This is an optimization exercise on Yosys and OpenROAD, whose aim is small area, a short achievable clock period and few clock cycles per item, not a production implementation.
In this exercise RTL edits were held to simulation tests only and were not proved equivalent to the original.

==> flow/design.v <==
`timescale 1ns/10ps
package ascon_pkg;
    typedef logic [63:0] lane_t;
    typedef logic [319:0] state_t;
    localparam int ROUNDS = 12;
    typedef logic [3:0] round_idx_t;
    localparam logic [8*ROUNDS-1:0] ROUND_CONST = {
        8'h4b, 8'h5a, 8'h69, 8'h78,
        8'h87, 8'h96, 8'ha5, 8'hb4,
        8'hc3, 8'hd2, 8'he1, 8'hf0
    };
endpackage
`timescale 1ns/10ps
package hash_pkg;
    localparam int BLOCK_BITS = 64;
    localparam int KEEP_BITS = BLOCK_BITS / 8;
    typedef logic [BLOCK_BITS-1:0] block_t;
    typedef logic [KEEP_BITS-1:0] keep_t;
    localparam logic [63:0] HASH_IV = 64'h0000080100cc0002;
    localparam int DIGEST_WORDS = 4;
    typedef logic [1:0] beat_cnt_t;
endpackage
`timescale 1ns/10ps
module ascon_round (
    input  ascon_pkg::state_t     state_i,
    input  ascon_pkg::round_idx_t round_i,
    output ascon_pkg::state_t     state_o
);
    ascon_pkg::lane_t a0, a1, a2, a3, a4;
    ascon_pkg::lane_t t0, t1, t2, t3, t4;
    function automatic ascon_pkg::lane_t ror(input ascon_pkg::lane_t v, input int n);
        ror = (v >> n) | (v << (64 - n));
    endfunction
    always_comb begin
        a0 = state_i[0 +: 64];
        a1 = state_i[64 +: 64];
        a2 = state_i[128 +: 64] ^ {56'd0, ~round_i, round_i};
        a3 = state_i[192 +: 64];
        a4 = state_i[256 +: 64];
        a0 = a0 ^ a4;
        a4 = a4 ^ a3;
        a2 = a2 ^ a1;
        t0 = ~a0 & a1;
        t1 = ~a1 & a2;
        t2 = ~a2 & a3;
        t3 = ~a3 & a4;
        t4 = ~a4 & a0;
        a0 = a0 ^ t1;
        a1 = a1 ^ t2;
        a2 = a2 ^ t3;
        a3 = a3 ^ t4;
        a4 = a4 ^ t0;
        a1 = a1 ^ a0;
        a0 = a0 ^ a4;
        a3 = a3 ^ a2;
        a2 = ~a2;
        state_o[0 +: 64] = a0 ^ ror(a0, 19) ^ ror(a0, 28);
        state_o[64 +: 64] = a1 ^ ror(a1, 61) ^ ror(a1, 39);
        state_o[128 +: 64] = a2 ^ ror(a2, 1) ^ ror(a2, 6);
        state_o[192 +: 64] = a3 ^ ror(a3, 10) ^ ror(a3, 17);
        state_o[256 +: 64] = a4 ^ ror(a4, 7) ^ ror(a4, 41);
    end
endmodule
`timescale 1ns/10ps
module ascon_permutation #(
    parameter int K  = 2,
    parameter int JW = 3
) (
    input  ascon_pkg::state_t state_i,
    input  logic [JW-1:0]     step_i,
    output ascon_pkg::state_t state_o
);
    logic [320*(K+1)-1:0] chain;
    assign chain[319:0] = state_i;
    for (genvar k = 0; k < K; k++) begin : g_round
        ascon_round u_round (
            .state_i (chain[320*k +: 320]),
            .round_i (ascon_pkg::round_idx_t'({step_i, 1'(k)})),
            .state_o (chain[320*(k+1) +: 320])
        );
    end
    assign state_o = chain[320*K +: 320];
endmodule
`timescale 1ns/10ps
module ascon_padder (
    input  hash_pkg::block_t s_tdata_i,
    input  hash_pkg::keep_t  s_tkeep_i,
    output hash_pkg::block_t blk_o
);
    hash_pkg::keep_t pad_pos;
    assign pad_pos = ~s_tkeep_i & {s_tkeep_i[hash_pkg::KEEP_BITS-2:0], 1'b1};
    always_comb begin
        for (int b = 0; b < hash_pkg::KEEP_BITS; b++) begin
            if (s_tkeep_i[b]) blk_o[8*b +: 8] = s_tdata_i[8*b +: 8];
            else              blk_o[8*b +: 8] = {7'd0, pad_pos[b]};
        end
    end
endmodule
`timescale 1ns/10ps
`timescale 1ns/10ps
module ascon_hash_top (
    input  logic              clk,
    input  logic              rst_i,
    input  logic              start_i,
    output logic              busy_o,
    output logic              done_o,
    input  hash_pkg::block_t  s_tdata_i,
    input  hash_pkg::keep_t   s_tkeep_i,
    input  logic              s_tlast_i,
    input  logic              s_tvalid_i,
    output logic              s_tready_o,
    output hash_pkg::block_t  m_tdata_o,
    output logic              m_tlast_o,
    output logic              m_tvalid_o,
    input  logic              m_tready_i
);
    localparam int K  = 2;
    localparam int P  = 6;
    localparam int JW = 3;
    localparam ascon_pkg::state_t INIT_STATE = 320'hdd78040e4043feae_948dfde831a83e05_2cf6dc20c037822f_7f0feea630079ddc_d0dec9d479f0af4e;
    ascon_pkg::state_t state_q;
    ascon_pkg::state_t rounds;
    hash_pkg::block_t  pad_blk;
    hash_pkg::block_t  absorb_blk;
    logic [JW-1:0]     step_q;
    logic              busy_q;
    logic              need_q;     
    logic              extra_q;    
    logic              outv_q;     
    logic [1:0]        word_q;
    logic              last_step;
    logic              take_beat;
    logic              take_extra;
    logic              advance;
    assign last_step  = (step_q == JW'(P - 1));
    assign s_tready_o = busy_q && need_q && !extra_q && last_step;
    assign take_beat  = s_tready_o && s_tvalid_i;
    assign take_extra = need_q && extra_q && last_step;
    assign advance    = outv_q ? m_tready_i
                               : !(last_step && need_q && !extra_q && !s_tvalid_i);
    assign busy_o     = busy_q;
    assign m_tvalid_o = outv_q;
    assign m_tlast_o  = (word_q == 2'd3);
    assign m_tdata_o  = state_q[63:0];
    assign done_o     = outv_q && m_tready_i && (word_q == 2'd3);
    ascon_padder u_padder (
        .s_tdata_i (s_tdata_i),
        .s_tkeep_i (s_tkeep_i),
        .blk_o     (pad_blk)
    );
    ascon_permutation #(
        .K  (K),
        .JW (JW)
    ) u_permutation (
        .state_i (state_q),
        .step_i  (step_q),
        .state_o (rounds)
    );
    always_comb begin
        absorb_blk = '0;
        if (take_beat) absorb_blk = pad_blk;
        absorb_blk[0] = absorb_blk[0] | take_extra;
    end
    always_ff @(posedge clk) begin
        if (!busy_q) begin
            state_q <= INIT_STATE;
        end else if (advance) begin
            state_q <= {rounds[319:64], rounds[63:0] ^ absorb_blk};
        end
    end
    always_ff @(posedge clk) begin
        if (rst_i) begin
            busy_q  <= 1'b0;
            outv_q  <= 1'b0;
            need_q  <= 1'b0;
            extra_q <= 1'b0;
            word_q  <= 2'd0;
            step_q  <= JW'(P - 1);
        end else if (!busy_q) begin
            busy_q  <= start_i;
            outv_q  <= 1'b0;
            need_q  <= 1'b1;
            extra_q <= 1'b0;
            word_q  <= 2'd0;
            step_q  <= JW'(P - 1);
        end else if (advance) begin
            step_q <= last_step ? '0 : step_q + JW'(1);
            if (outv_q) begin
                outv_q <= 1'b0;
                word_q <= word_q + 2'd1;
                if (word_q == 2'd3) busy_q <= 1'b0;
            end else if (last_step) begin
                if (take_extra) begin
                    extra_q <= 1'b0;
                    need_q  <= 1'b0;
                end else if (take_beat) begin
                    if (s_tlast_i) begin
                        if (&s_tkeep_i) extra_q <= 1'b1;
                        else            need_q  <= 1'b0;
                    end
                end else begin
                    outv_q <= 1'b1;
                end
            end
        end
    end
endmodule
==> flow/config.mk <==
export PLATFORM = sky130hd
export DESIGN_NAME = ascon_hash_top
export DESIGN_NICKNAME = ascon_hash_top
export VERILOG_FILES = /design/flow/design.v
export SDC_FILE = /design/flow/constraint.sdc
export NUM_CORES = 4
export LEC_CHECK = 0
export CAP_MARGIN = 20
export CORE_MARGIN = 2
export CORE_UTILIZATION = 40
export SETUP_SLACK_MARGIN = 5.0
export SLEW_MARGIN = 20
==> flow/constraint.sdc <==
create_clock -name core_clock -period 10.0 [get_ports {clk}]
set_input_delay 2.0000 -clock core_clock [delete_from_list [all_inputs] [get_ports {clk}]]
set_output_delay 2.0000 -clock core_clock [all_outputs]
set_load 0.01 [all_outputs]
standard.sh (not shown) runs the stock make flow with config.mk's settings and CLKGATE_MAP_FILE= SYNTH_SCRIPT=/design/flow/synth_recipe.tcl, a recipe that flattens the netlist after the stock synthesis.
==> flow/flow/run.sh <==
#!/bin/bash
# Standard layout, except that ABC maps the combinational logic with an
# area-oriented script (flow/abc_speed.script). Registers are untouched.
set -euo pipefail
cp -r "$FLOW_HOME/scripts" myscripts
cp flow/abc_speed.script myscripts/abc_speed.script
bash standard.sh SCRIPTS_DIR="$PWD/myscripts" SETUP_SLACK_MARGIN=5.5 finish > standard.log 2>&1
==> flow/flow/abc_speed.script <==
&get -n
&st
&dch
&nf -a -R 1000
&put
topo
stime -c
Testbench counts at the start, summed over its fixed seeds: cycles 21,306, bytes 20,059.
Edit:
==> flow/run.sh (new file) <==
#!/bin/bash
# synth_recipe.tcl (not shown) runs the flow's synth.tcl, then flattens the netlist and writes it again
# the make line also repeats each setting of config.mk as NAME=value (left out here)
make -C /OpenROAD-flow-scripts/flow DESIGN_CONFIG=/design/flow/config.mk WORK_HOME=/design/flow/orfs CLKGATE_MAP_FILE= SYNTH_SCRIPT=/design/flow/synth_recipe.tcl finish
- SETUP_SLACK_MARGIN: 5.0 -> not set
removed: flow/flow/run.sh
removed: flow/flow/abc_speed.script
removed: flow/standard.sh
The new run finished clean. Die area increases by 18%. Via count goes down by 2.6%. Critical path depth decreases by 2. Core utilization fell by 6.9 points. Sequential cell count is unchanged.
Edit:
==> flow/flow/run.sh (new file) <==
#!/bin/bash
# The standard layout (standard.sh, all ORFS steps) with three changes:
#  - ABC maps the combinational logic with the area-oriented script in
#    flow/abc_speed.script (registers are mapped before ABC, unchanged);
#  - repair_timing aims for 5.5 ns of setup slack (SETUP_SLACK_MARGIN);
#  - ports are buffered with buf_2 instead of the default delay buffer.
# ORFS writes each tool's log under orfs/logs/; make's output goes to
# standard.log.
set -euo pipefail
cp -r "$FLOW_HOME/scripts" myscripts
cp flow/abc_speed.script myscripts/abc_speed.script
bash standard.sh SCRIPTS_DIR="$PWD/myscripts" SETUP_SLACK_MARGIN=5.5 \
    BUFFER_PORTS_ARGS="-buffer_cell sky130_fd_sc_hd__buf_2" finish > standard.log 2>&1
==> flow/flow/abc_speed.script (new file) <==
&get -n
&st
&dch
&nf -a -R 1000
&put
topo
stime -c
==> flow/standard.sh (new file) <==
#!/bin/bash
# synth_recipe.tcl (not shown) runs the flow's synth.tcl, then flattens the netlist and writes it again
# the make line also repeats each setting of config.mk as NAME=value (left out here)
make -C /OpenROAD-flow-scripts/flow DESIGN_CONFIG=/design/flow/config.mk WORK_HOME=/design/flow/orfs CLKGATE_MAP_FILE= SYNTH_SCRIPT=/design/flow/synth_recipe.tcl "${@:-finish}"
- CTS_CLUSTER_DIAMETER: not set -> 80
- CTS_CLUSTER_SIZE: not set -> 14
- SETUP_SLACK_MARGIN: not set -> 5.0
removed: flow/run.sh
After rerunning:
- The new run passed the timing, DRC and antenna checks
- final area fell by about 6%
- worst hold slack gets worse by 0.0030 ns
- non-clock buffer count rose by 82
Edit:
--- a/flow/flow/run.sh
+++ b/flow/flow/run.sh
@@ -11,3 +11,3 @@
 cp flow/abc_speed.script myscripts/abc_speed.script
 bash standard.sh SCRIPTS_DIR="$PWD/myscripts" SETUP_SLACK_MARGIN=5.5 \
-    BUFFER_PORTS_ARGS="-buffer_cell sky130_fd_sc_hd__buf_2" finish > standard.log 2>&1
+    BUFFER_PORTS_ARGS="-buffer_cell sky130_fd_sc_hd__buf_2" RECOVER_POWER=100 finish > standard.log 2>&1
- CTS_CLUSTER_DIAMETER: 80 -> not set
- CTS_CLUSTER_SIZE: 14 -> not set
This time the run ran to the end with violations: max-capacitance violations, max-slew violations.
Die area stays the same.
Global-route usage is about the same.
Via count hardly moves.
Wire length stays flat.
Core utilization fell by 1.1 points.
Design area fell by 2.1%.

-- what the ideal ports hide --
The results above use ideal ports. As a check the final layouts listed here were re-extracted and re-timed, cells and wires unchanged. Step 1 assumes that a clkbuf_16 drives the clock port and a buf_2 every other input. Step 2, shift: input delay + t, output delay - t, t = (earliest + latest rising clock arrival at the registers) / 2. This alone moves slack from input paths to output paths. Three values: ideal, step 1, step 2; two values: the first two.
| run | shift t [ns] | slack for setup (ns) | hold WS [ns] | worst setup path after step 2 | worst slew at a driven data input, ns |
|---|---|---|---|---|---|
| the first run | 0.728 | 5.315 / 5.315 / 4.693 | 0.470 / 0.470 / 0.470 | input to register | 0.10 |
| the second run | 0.724 | 4.402 / 4.402 / 4.196 | 0.469 / 0.469 / 0.469 | input to register | 0.05 |
| the third run | 0.734 | 5.295 / 5.295 / 5.001 | 0.466 / 0.466 / 0.466 | input to register | 0.09 |
| the fourth run | 0.726 | 2.906 / 2.906 / 2.906 | 0.467 / 0.467 / 0.467 | register to register | 0.09 |
The setup slack of the first run, which loses most, moves by 0.000 ns with the drivers and by -0.622 ns with both steps.
